Background: an optimization exercise with open tools, aiming at small area and a short achievable clock period. Do not read the settings as production practice.
No run shown here included a check of the RTL's function; only the layout flow was run.

$ cat flow/flow/run.sh
#!/bin/bash
# Standard ORFS layout (the standard.sh, standard synthesis unchanged) with
# a tighter setup repair target and single-drive port buffers.
# ORFS writes each step's full log under orfs/logs/; make's own output goes to
# flow_make.log in the work folder.
set -euo pipefail
MARGIN=${MARGIN:-6.2}
bash standard.sh \
  SETUP_SLACK_MARGIN=$MARGIN \
  "BUFFER_PORTS_ARGS=-buffer_cell sky130_fd_sc_hd__buf_1" \
  finish > flow_make.log 2>&1
$ cat flow/standard.sh
#!/bin/bash
# synth_recipe.tcl (not shown) runs the flow's synth.tcl, then flattens the netlist and writes it again
# the make line also repeats each setting of config.mk as NAME=value (left out here)
make -C /OpenROAD-flow-scripts/flow DESIGN_CONFIG=/design/flow/config.mk WORK_HOME=/design/flow/orfs CLKGATE_MAP_FILE= SYNTH_SCRIPT=/design/flow/synth_recipe.tcl "${@:-finish}"
$ cat flow/config.mk
export PLATFORM = sky130hd
export DESIGN_NAME = param_router
export DESIGN_NICKNAME = param_router
export VERILOG_FILES = /design/flow/design.v
export SDC_FILE = /design/flow/constraint.sdc
export NUM_CORES = 4
export LEC_CHECK = 0
export CAP_MARGIN = 20
export CORE_MARGIN = 2
export CORE_UTILIZATION = 40
export SLEW_MARGIN = 20
$ cat flow/constraint.sdc
create_clock -name core_clock -period 11.0 [get_ports {clk}]
set_input_delay 2.2000 -clock core_clock [delete_from_list [all_inputs] [get_ports {clk}]]
set_output_delay 2.2000 -clock core_clock [all_outputs]
set_load 0.01 [all_outputs]
$ cat flow/design.v
module param_router #(
  parameter int N_IN      = 17,
  parameter int N_OUT     = 3,
  parameter int DATA_W    = 16,
  parameter int DEPTH     = 4,
  parameter int PARITY_EN = 1
) (
  input  logic                    clk,
  input  logic                    reset,
  input  logic [N_IN*DATA_W-1:0]  in_data,
  input  logic [N_IN-1:0]         in_valid,
  output logic [N_IN-1:0]         in_ready,
  output logic [N_OUT*DATA_W-1:0] out_data,
  output logic [N_OUT-1:0]        out_valid,
  input  logic [N_OUT-1:0]        out_ready,
  output logic [N_IN-1:0]         fifo_full,
  output logic [15:0]             drop_count
);
  localparam int IW = 5;
  localparam int SW = DATA_W - 1;    
  logic [SW-1:0]   mem    [N_IN][4];
  logic [1:0]      rd_ptr [N_IN];
  logic [2:0]      cnt    [N_IN];
  logic [1:0]      hcode  [N_IN];
  logic [N_IN-1:0] push, pop, drop;
  logic [SW-1:0]   head   [N_IN];
  logic [N_IN-1:0] req    [N_OUT];
  logic [N_IN-1:0] gnt    [N_OUT];
  logic [N_OUT-1:0] gnt_valid, load_en;
  logic [IW-1:0]   gnt_idx    [N_OUT];
  logic [IW-1:0]   last_grant [N_OUT];
  logic [SW-1:0]   slot       [N_OUT];
  logic [17:0]     n_oh;
  logic [4:0]      dc_l, dc_l_nx;
  logic [10:0]     dc_h, dc_h1, dc_u;
  logic            dc_c, dc_c_nx, dc_sat;
  always_comb begin
    logic [DATA_W-1:0] word;
    logic bad;
    for (int i = 0; i < N_IN; i++) begin
      word         = in_data[i*DATA_W +: DATA_W];
      bad          = (&word[15:14]) | (^word);
      fifo_full[i] = cnt[i][2];
      in_ready[i]  = ~cnt[i][2];
      push[i]      = in_valid[i] & ~cnt[i][2] & ~bad;
      drop[i]      = in_valid[i] & ~cnt[i][2] & bad;
      head[i]      = mem[i][rd_ptr[i]];
    end
  end
  function automatic logic [15:0] tmerge(input logic [7:0] a, input logic [7:0] b,
                                         input int na, input int nb);
    logic [15:0] r;
    int y;
    r = '0;
    for (int k = 1; k <= na + nb; k++) begin
      for (int x = 0; x <= na; x++) begin
        y = k - x;
        if (y >= 0 && y <= nb)
          r[k-1] = r[k-1] | ((x == 0 ? 1'b1 : a[x-1]) & (y == 0 ? 1'b1 : b[y-1]));
      end
    end
    tmerge = r;
  endfunction
  always_comb begin
    logic [1:0]  t2 [8];
    logic [3:0]  t4 [4];
    logic [7:0]  t8 [2];
    logic [15:0] r, t16;
    logic [16:0] t17;
    for (int g = 0; g < 8; g++) begin
      r = tmerge({7'b0, drop[2*g]}, {7'b0, drop[2*g+1]}, 1, 1);
      t2[g] = r[1:0];
    end
    for (int g = 0; g < 4; g++) begin
      r = tmerge({6'b0, t2[2*g]}, {6'b0, t2[2*g+1]}, 2, 2);
      t4[g] = r[3:0];
    end
    for (int g = 0; g < 2; g++) begin
      r = tmerge({4'b0, t4[2*g]}, {4'b0, t4[2*g+1]}, 4, 4);
      t8[g] = r[7:0];
    end
    t16 = tmerge(t8[0], t8[1], 8, 8);
    t17[0] = t16[0] | drop[16];
    for (int k = 1; k < 16; k++) t17[k] = t16[k] | (t16[k-1] & drop[16]);
    t17[16] = t16[15] & drop[16];
    for (int k = 0; k <= 17; k++)
      n_oh[k] = (k == 0 ? 1'b1 : t17[k-1]) & (k == 17 ? 1'b1 : !t17[k]);
  end
  always_comb begin
    logic [5:0] s;
    dc_l_nx = '0;
    dc_c_nx = 1'b0;
    for (int k = 0; k <= 17; k++) begin
      s = {1'b0, dc_l} + 6'(k);
      if (n_oh[k]) begin
        dc_l_nx = dc_l_nx | s[4:0];
        dc_c_nx = dc_c_nx | s[5];
      end
    end
  end
  assign dc_u       = dc_c ? dc_h1 : dc_h;
  assign drop_count = {dc_u | {11{dc_sat}}, dc_l | {5{dc_sat}}};
  always_comb begin
    logic [N_IN-1:0] mask, rh, pre_h, pre_a;
    logic any_h;
    for (int o = 0; o < N_OUT; o++) begin
      load_en[o] = ~out_valid[o] | out_ready[o];
      for (int i = 0; i < N_IN; i++) begin
        req[o][i] = (hcode[i] == 2'(o));
        mask[i]   = (IW'(i) > last_grant[o]);
      end
      rh    = req[o] & mask;
      any_h = |rh;
      pre_h = rh << 1;
      pre_a = req[o] << 1;
      for (int d = 1; d < N_IN; d = d * 2) begin
        pre_h = pre_h | (pre_h << d);
        pre_a = pre_a | (pre_a << d);
      end
      gnt[o]       = any_h ? (rh & ~pre_h) : (req[o] & ~pre_a);
      gnt_valid[o] = |req[o];
      gnt_idx[o]   = '0;
      for (int i = 0; i < N_IN; i++) begin
        if (gnt[o][i]) gnt_idx[o] = gnt_idx[o] | IW'(i);
      end
    end
  end
  always_comb begin
    pop = '0;
    for (int o = 0; o < N_OUT; o++) begin
      pop = pop | (gnt[o] & {N_IN{load_en[o]}});
    end
  end
  always_ff @(posedge clk) begin
    for (int i = 0; i < N_IN; i++) begin
      for (int k = 0; k < 4; k++) begin
        if (!cnt[i][2] && (2'(rd_ptr[i] + cnt[i][1:0]) == 2'(k)))
          mem[i][k] <= in_data[i*DATA_W + 1 +: SW];
      end
    end
  end
  always_ff @(posedge clk or negedge reset) begin
    logic [1:0] pin, nxt;
    logic [2:0] cinc, cdec;
    if (!reset) begin
      for (int i = 0; i < N_IN; i++) begin
        rd_ptr[i] <= '0;
        cnt[i]    <= '0;
        hcode[i]  <= 2'b11;
      end
    end else begin
      for (int i = 0; i < N_IN; i++) begin
        if (pop[i]) rd_ptr[i] <= rd_ptr[i] + 2'd1;
        cinc = {cnt[i][2] | (cnt[i][1] & cnt[i][0]), cnt[i][1] ^ cnt[i][0], ~cnt[i][0]};
        cdec = {1'b0, cnt[i][2] | (cnt[i][1] & cnt[i][0]), ~cnt[i][0] & (cnt[i][2] | cnt[i][1])};
        if (push[i] && !pop[i])      cnt[i] <= cinc;
        else if (pop[i] && !push[i]) cnt[i] <= cdec;
        pin = push[i] ? in_data[i*DATA_W + 14 +: 2] : 2'b11;
        nxt = mem[i][2'(rd_ptr[i] + 2'd1)][SW-1 -: 2];
        if (pop[i])
          hcode[i] <= (cnt[i][2] | cnt[i][1]) ? nxt : pin;
        else if (hcode[i] == 2'b11)
          hcode[i] <= pin;
      end
    end
  end
  always_comb begin
    for (int o = 0; o < N_OUT; o++) begin
      out_data[o*DATA_W +: DATA_W] = {slot[o], ^slot[o]};
    end
  end
  always_ff @(posedge clk) begin
    logic [SW-1:0] d;
    dc_h1 <= dc_u + 11'd1;
    for (int o = 0; o < N_OUT; o++) begin
      if (load_en[o]) begin
        d = '0;
        for (int i = 0; i < N_IN; i++) d = d | (head[i] & {SW{gnt[o][i]}});
        slot[o] <= d;
      end
    end
  end
  always_ff @(posedge clk or negedge reset) begin
    if (!reset) begin
      out_valid <= '0;
      dc_l      <= '0;
      dc_h      <= '0;
      dc_c      <= 1'b0;
      dc_sat    <= 1'b0;
      for (int o = 0; o < N_OUT; o++) last_grant[o] <= IW'(N_IN - 1);
    end else begin
      dc_l   <= dc_l_nx;
      dc_c   <= dc_c_nx;
      dc_h   <= dc_u;
      dc_sat <= dc_sat | (dc_c_nx & (&dc_u));
      for (int o = 0; o < N_OUT; o++) begin
        if (load_en[o]) begin
          out_valid[o] <= gnt_valid[o];
          if (gnt_valid[o]) last_grant[o] <= gnt_idx[o];
        end
      end
    end
  end
endmodule
==> results of run 1 <==
routing by layer:
| layer | global-route usage (%) | part of all wire [%] | up-vias |
|---|---|---|---|
| met5 | 0 | 0.024 | - |
| met4 | 16.5 | 5.6 | 12 |
| met3 | 6.83 | 9.2 | 605 |
| met2 | 53.2 | 45 | 2813 |
| met1 | 46.0 | 40 | 26005 |
| li1 | - | - | 21824 |
per-stage QoR:
step	hold WS [ns]	instance area [sq um]	cells
floorplan	0.454	62500	5231
global placement	0.490	67600	7638
detailed placement	0.489	67700	7641
CTS	0.496	73800	7977
global route	0.516	75000	8045
finish	0.484	75000	8052
cell usage in the layout, fill, tap and decap left out, types with 142 or more instances in the layout:
| master | synthesis | layout |
|---|---|---|
| ha_1 | 201 | 192 |
| edfxtp_1 | 1065 | 1065 |
| nand3_1 | 170 | 167 |
| clkbuf_16 | 0 | 142 |
| inv_1 | 161 | 155 |
| buf_4 | 18 | 357 |
| nand2_1 | 318 | 308 |
| nor2_1 | 439 | 392 |
| buf_1 | 4 | 300 |
| xnor2_1 | 225 | 212 |
| o21ai_0 | 309 | 262 |
| a22oi_1 | 577 | 573 |
synth_stat cells (28+ instances only):
library cell,number
edfxtp_1,1065
o22ai_1,69
o211ai_1,51
a21oi_1,118
clkbuf_1,242
a221oi_1,57
inv_1,161
xor2_1,41
nand2_1,318
o21ai_0,309
dfstp_2,37
nand4_1,32
nor2b_1,33
nand3_1,170
a22oi_1,577
ha_1,201
xnor2_1,225
xnor3_1,48
nor2_1,439
nor4_1,28
nand2b_1,65
a222oi_1,79
dfrtp_1,118
a31oi_1,150
nor3_1,90
area by class of cell:
class / count / area [sq um]
sequential: 1231 / 36100
tap: 2058 / 2570
clock buffer: 176 / 3740
multi-input combinational: 3556 / 26200
clock inverter: 76 / 738
fill: 14001 / 80700
timing repair buffer: 784 / 4920
antenna: 8 / 20.0
inverter: 163 / 623
kinds of logic (layout without fill, tap and decap cells):
logic type,after synthesis,in the layout,synth area share [%]
AOI/OAI and AO/OA,1680,1682,19.3
and+or+nand+nor,1323,1323,9.97
DFF,1231,1231,57.8
buffers and inverters,446,1199,2.83
xor gates and xnor gates,314,314,5.46
adders and majority gates,201,201,4.03
muxes,36,36,0.607
other,0,8,0
timing repair:
action                     in CTS  in global routing
buffers inserted               82                 66
pin swaps                     110                 73
gates resized for setup       248                151
hold buffers                    0                  0
setup endpoints to repair     153                 99
gates cloned                    2                  1
worst reg2reg max path, stage by stage, from the launching register on:
cell	delay, ns
dfstp_4	0.73
or3b_2	0.50
a21oi_1	0.24
o31ai_2	0.14
nand4_1	0.20
a311o_1	0.22
nand3b_1	0.22
nor2_2	0.07
o21a_4	0.17
nand3_2	0.15
o32a_1	0.55
o21ai_0	0.26
a221o_1	0.31
a2111oi_0	0.47
nand3_1	0.23
flip-flops by register name, summed over array words and instances (netlist names), 11 cells and up:
signal and count:
dc_h 11, mem 1020, last_grant 15, cnt 51, slot 45, hcode 34, dc_h1 11, rd_ptr 34
path summary, 6_finish.rpt:
kind,cells after the start,startpoint,end
worst max-delay path,18,in_data[219],dc_sat
worst min-delay path,1,dc_h1[0],dc_h1[0]
worst max register to register,14,hcode[1][0],slot[1][0]
worst min register to register,1,dc_h1[0],dc_h1[0]
max in group asynchronous,3,reset,rd_ptr[7][0]
min in group asynchronous,1,reset,last_grant[1][3]
==> metrics.md, run 1 <==
| Metric | Value |
|---|---|
| Worst skew pair latency | `0.79 ns` |
| Grt ovf | `0` |
| Worst-margin pin slew | `1.42 ns` |
| CTS clock-pin slew for the worst setup and hold paths | `0.06 ns` |
| Top_reg_cell synth | `edfxtp_1` |
| Outcome | `complete, no violations` |
| Ranking of synthesized cells by area | `edfxtp_1 51%, a22oi_1 6.9%, dfrtp_1 4.7%` |
| Starting DRC count in detailed routing | `6,960` |
| Initial antenna violation count | `23` |
| H-tree levels | `4` |
| Syn nets | `~5,700` |
| Vias in the first global route | `slightly below 50,000` |
| Max Slew Vio Count | `0` |
| Number of synthesized flops with an enable pin | `around 1,100` |
| Num Clock Sinks | `1,231` |
| Placer congestion estimate | `1.07` |
| RSZ-0062 raised after global routing | `yes` |
| Die Wd | `roughly 400 um` |
| Most frequent CP cell | `xnor3_1` |
| Crit path cell chain | `buf_4, xnor3_1, xnor3_1, xnor3_2, o21ai_4, buf_12, nand4_1, a32oi_2, o221ai_4, buf_6, a211oi_4, and4_4, a2111oi_4, and2b_2, nor4b_4, a41oi_2, nand4b_4, a41o_1` |
| Cell variety after synth | `between 100 and 150` |
| Pre-CTS setup slack | `3.81 ns` |
| IO buf count | `just under 400` |
| Core Util, Final | `a little under 50%` |
| Worst reg2reg setup slack | `6.19 ns` |
| Layout cells sized above 1 | `18.3%` |
| Final min period | `5.85 ns` |
| Max transition margin | `4.88%` |
| Die area | `0.159 sq mm` |
| Yosys reg bits | `1,231` |
| Synth async-reset ratio | `between 10% and 20%` |
| Post-Syn Area | `roughly 0.062 sq mm` |
| Synth-to-layout area growth | `20.1%` |
| Setup crit end kind | `flip-flop` |
| CP bufs+invs | `3` |
| GRT Total Usage | `34.3%` |
| Delay-heaviest family, CP | `compound AO/OA/AOI/OAI gates` |
| DP HPWL | `between 200 and 250 mm` |
| Drt first pass iters | `8` |
| Starting Density | `40.1%` |
| WS Path Type | `primary input to flip-flop` |
| CTS Root Cell | `clkbuf_16` |
| Num CTS Buffers | `137` |
| Slowest cell on crit path | `xnor3_2` |
| Tcrit/Tclk final | `53.2%` |
| DR vias/cell | `~6.4` |
| Clock tree buffer depth | `3` |
| Synthesis Warnings | `14` |
| Critical path launch point type | `primary input` |
| Post-synth top area cell | `edfxtp_1` |
| Setup violators final | `0` |
| First-pass GRT wire length | `383 mm` |
| Row cnt | `~150` |
| Hold Path Class | `flip-flop to flip-flop` |
| Final Skew | `0.0397 ns` |
| WL final | `281 mm` |
| CP Data Arrival Time | `6.52 ns` |
| Syn avg cell area | `approximately 12 sq um` |
| # DRC | `0` |
| Vias post-DR | `roughly 50,000` |
| Seq/Total Area, Yosys | `between 50% and 60%` |
| Drt wl/cell | `34.9 um` |
| CP max stage delay | `0.47 ns` |
| Core ar. | `0.156 sq mm` |
| CTS tree | `done` |
| Achievable frequency | `171 MHz` |
| Mapped Cells | `5,231` |
| I/O pins | `slightly below 400` |
| Max Cap Violations | `0` |
| Antenna-violating nets left | `0` |
| Synth top area share | `slightly above 50%` |
| Setup TNS | `0 ns` |
| Worst-path fanout max | `5` |
| Chip height | `399 um` |
| Final net count | `around 6,400` |
| CP required | `between 10 and 15 ns` |
| Final hold vios | `0` |
| Fin worst setup slack | `just over 5 ns` |
| Largest net degree at the start of global routing | `55` |
==> run 2: changes to the inputs <==
==> flow/run.sh (new file) <==
#!/bin/bash
# synth_recipe.tcl (not shown) runs the flow's synth.tcl, then flattens the netlist and writes it again
# the make line also repeats each setting of config.mk as NAME=value (left out here)
make -C /OpenROAD-flow-scripts/flow DESIGN_CONFIG=/design/flow/config.mk WORK_HOME=/design/flow/orfs CLKGATE_MAP_FILE= SYNTH_SCRIPT=/design/flow/synth_recipe.tcl finish
--- a/flow/config.mk
+++ b/flow/config.mk
@@ -9,3 +9,4 @@
 export CORE_MARGIN = 2
 export CORE_UTILIZATION = 40
+export SETUP_SLACK_MARGIN = 5
 export SLEW_MARGIN = 20
removed: flow/flow/run.sh
removed: flow/standard.sh
==> metrics.md, run 2 <==
| Metric | Value |
|---|---|
| Setup crit end kind | `flip-flop` |
| Drt first pass iters | `7 (-1)` |
| Num CTS Buffers | `138 (+0.73%)` |
| CP required | `11.72 ns (+0.05 ns)` |
| H-tree levels | `4 (unchanged)` |
| Quantity of hold-fixing buffers added after cts | `0 (unchanged)` |
| Starting DRC count in detailed routing | `6,693 (-3.8%)` |
| WHS Path Cells | `1 (unchanged)` |
| Final min period | `5.93 ns (+0.0759 ns)` |
| Num Clock Sinks | `1,231 (unchanged)` |
| Max Cap Violations | `0 (unchanged)` |
| Worst Hold End | `dc_h1[0]` |
| Most numerous cell in the Yosys netlist | `edfxtp_1` |
| Top_reg_cell synth | `edfxtp_1` |
| Final net count | `6,286 (-1.3%)` |
| Post-synth top area cell | `edfxtp_1` |
| Grt ovf | `0 (unchanged)` |
| R2R Path Start | `hcode[4][1]` |
| CP Data Arrival Time | `6.65 ns (+0.13 ns)` |
| Synthesis Warnings | `14 (unchanged)` |
| Final hold vios | `0 (unchanged)` |
| CTS clock-pin slew for the worst setup and hold paths | `0.06 ns (about the same)` |
| WS Path Type | `primary input to flip-flop` |
| Worst-margin pin slew | `1.35 ns (-0.0654 ns)` |
| # DRC | `0 (unchanged)` |
| Max transition margin | `8.73% (+3.8 points)` |
| Setup violators final | `0 (unchanged)` |
| Drt wl/cell | `34.2 um (-2.1%)` |
| RSZ-0062 raised after global routing | `yes` |
| Clock tree buffer depth | `3 (unchanged)` |
| Hold slack | `0.501 ns (+0.0165 ns)` |
| RR Endpoint | `slot[2][13]` |
| DP HPWL | `199 mm (-2.1%)` |
| DR vias/cell | `6.38 (+0.23%)` |
| Hold Path Class | `flip-flop to flip-flop` |
| First-pass GRT wire length | `373 mm (-2.6%)` |
| Chip height | `399 um (unchanged)` |
| Min-delay src | `dc_h1[0]` |
| Core Util, Final | `49.2% (+0.99 points)` |
| Worst skew pair latency | `0.81 ns (+0.02 ns)` |
| Syn avg cell area | `11.9 sq um (unchanged)` |
| Initial antenna violation count | `25 (+8.7%)` |
| I/O pins | `395 (unchanged)` |
| Starting Density | `40.1% (unchanged)` |
| GRT Total Usage | `33.3% (-0.95 points)` |
| Row cnt | `145 (unchanged)` |
| Commonest non-fill, non-tap cell in the layout | `edfxtp_1` |
| Vias in the first global route | `48,400 (-0.34%)` |
| Layout cells sized above 1 | `14.6% (-3.7 points)` |
| Worst-path fanout max | `5 (unchanged)` |
| Die area | `0.159 sq mm (unchanged)` |
| Placer congestion estimate | `1.08 (+0.88%)` |
| Dpl cell area | `0.0701 sq mm (+3.6%)` |
| Max reg flops | `1,020 (unchanged)` |
| Largest regs | `mem: 1020 flops, cnt: 51 flops, slot: 45 flops` |
| Antenna-violating nets left | `0 (unchanged)` |
| Vias post-DR | `50,917 (-0.67%)` |
| CTS tree | `done` |
| Outcome | `complete, no violations` |
| Worst reg2reg setup slack | `5.20 ns (-0.99 ns)` |
| Tcrit/Tclk final | `53.9% (+0.69 points)` |
| CTS Root Cell | `clkbuf_16` |
| Achievable frequency | `169 MHz (-1.3%)` |
| Die Wd | `399 um (unchanged)` |
| Post-route cell area | `0.0765 sq mm (+2.1%)` |
| Seq/Total Area, Yosys | `57.8% (unchanged)` |
| Post-Syn Area | `0.0625 sq mm (unchanged)` |
| Yosys reg bits | `1,231 (unchanged)` |
| Critical path launch point type | `primary input` |
| Synth top area share | `51.2% (unchanged)` |
| Synth async-reset ratio | `12.6% (unchanged)` |
| Cell variety after synth | `115 (unchanged)` |
| Synth-to-layout area growth | `22.5%` |
| Ranking of synthesized cells by area | `edfxtp_1 51%, a22oi_1 6.9%, dfrtp_1 4.7%` |
| Synth top cells by count | `1,065 x edfxtp_1, 577 x a22oi_1, 439 x nor2_1` |
| WL final | `273 mm (-3.0%)` |
| Mapped Cells | `5,231 (unchanged)` |
| Commonest non-fill, non-tap cells in the layout | `1,065 x edfxtp_1, 574 x a22oi_1, 400 x nor2_1, 314 x nand2_1, 287 x buf_4` |
| Setup TNS | `0 ns (unchanged)` |
| Largest net degree at the start of global routing | `68 (+24%)` |
| Cells on worst reg2reg path | `14 (unchanged)` |
| Final Skew | `0.0320 ns (-0.00769 ns)` |
| Core ar. | `0.156 sq mm (unchanged)` |
| IO buf count | `394 (unchanged)` |
| Number of synthesized flops with an enable pin | `1,065 (unchanged)` |
| Syn nets | `5,726 (unchanged)` |
| Biggest register | `mem` |
| Max Slew Vio Count | `0 (unchanged)` |
==> run 2: cell counts after synthesis <==
Identical to the previous run, type by type.
==> run 2: repair_timing <==
| item | 4_1_cts | 5_1_grt |
|---|---|---|
| setup buffers | 47 | 20 |
| gates resized for setup | 112 | 249 |
| pin swaps | 51 | 69 |
| cloned | 1 | 0 |
| endpoints found under the hold margin | 0 | 0 |
| endpoints found under the setup margin | 7 | 12 |
==> run 2: how the worst max path moves through the flow <==
stage | from | to | cells past startpoint
after CTS | in_data[175] | dc_sat | 19
after global routing | in_data[243] | dc_sat | 18
after floorplan | in_data[94] | dc_sat | 16
after global placement | in_data[207] | dc_sat | 17
final | in_data[242] | dc_sat | 18
after detailed placement | in_data[207] | dc_sat | 17
==> run 2: area by class of cell <==
| class | instances | area [sq um] |
|---|---|---|
| clock inverters | 65 | 795 |
| repair buffers | 702 | 6720 |
| clock buffers | 193 | 3870 |
| multi-input cells | 3555 | 25800 |
| inverters | 163 | 612 |
| diodes | 13 | 32.5 |
| fillers | 13833 | 79100 |
| well taps | 2058 | 2570 |
| flip-flops and latches | 1231 | 36100 |
==> run 2: kinds of logic after synthesis <==
logic type      synth area share (%)
compound gates                  19.3
simple gates                    9.97
flops                           57.8
buf+inv                         2.83
xor+xnor                        5.46
fa+ha+maj                       4.03
mux                            0.607
==> run 2: metal layers <==
metal | vias to the layer above | track usage [%] | wire length, um
li1 | 21670 | - | -
met1 | 25745 | 44.1 | 109000
met2 | 2845 | 51.9 | 124000
met3 | 645 | 7.22 | 24900
met4 | 12 | 16.4 | 15200
met5 | - | 0 | 76
==> run 2: critical path, stage by stage <==
cell and delay [ns]:
clkdlybuf4s50_1 0.54, xnor2_1 0.32, xnor2_2 0.17, xnor3_2 0.40
o21ai_4 0.18, buf_12 0.15, nand2_2 0.11, a22oi_4 0.30
o211ai_1 0.24, buf_4 0.21, o21ai_0 0.14, nand2_1 0.17
or4_4 0.59, a21oi_4 0.24, nand2_1 0.11, a41oi_2 0.21
nand4b_4 0.18, a41o_1 0.17
==> run 2: through the flow <==
| stage | worst slack, ns | instances |
|---|---|---|
| after floorplan | 5.08 | 5231 |
| after global placement | 3.37 | 7638 |
| after detailed placement | 3.26 | 7640 |
| after CTS | 4.95 | 7946 |
| after global routing | 4.93 | 7973 |
| final | 5.07 | 7980 |

## afterwards: timing with drivers on the ports
No port has a modelled driver above. Below, the same layouts with a new extraction and two added sets of constraints. Step 1: set_driving_cell puts a clkbuf_16 on clk and a buf_2 on each other input, an assumption about the parent block. Step 2 also shifts input and output timing later by t, the mid clock arrival at the registers, as if the neighbouring blocks saw the same clock. Three values: ideal ports, drivers, drivers and shift; two values: the first two.
run	t, ns	slack for setup (ns)	worst hold slack (ns)	worst data-port slew with drivers (ns)
run 1	0.859	5.148 / 5.187 / 4.329	0.484 / 0.484 / 0.484	0.15
run 2	0.883	5.072 / 5.085 / 4.202	0.501 / 0.501 / 0.501	0.13
After both steps setup and hold are still met in every run listed. For run 2, which loses most, drivers alone change the setup slack by +0.013 ns; drivers and shift together by -0.870 ns.
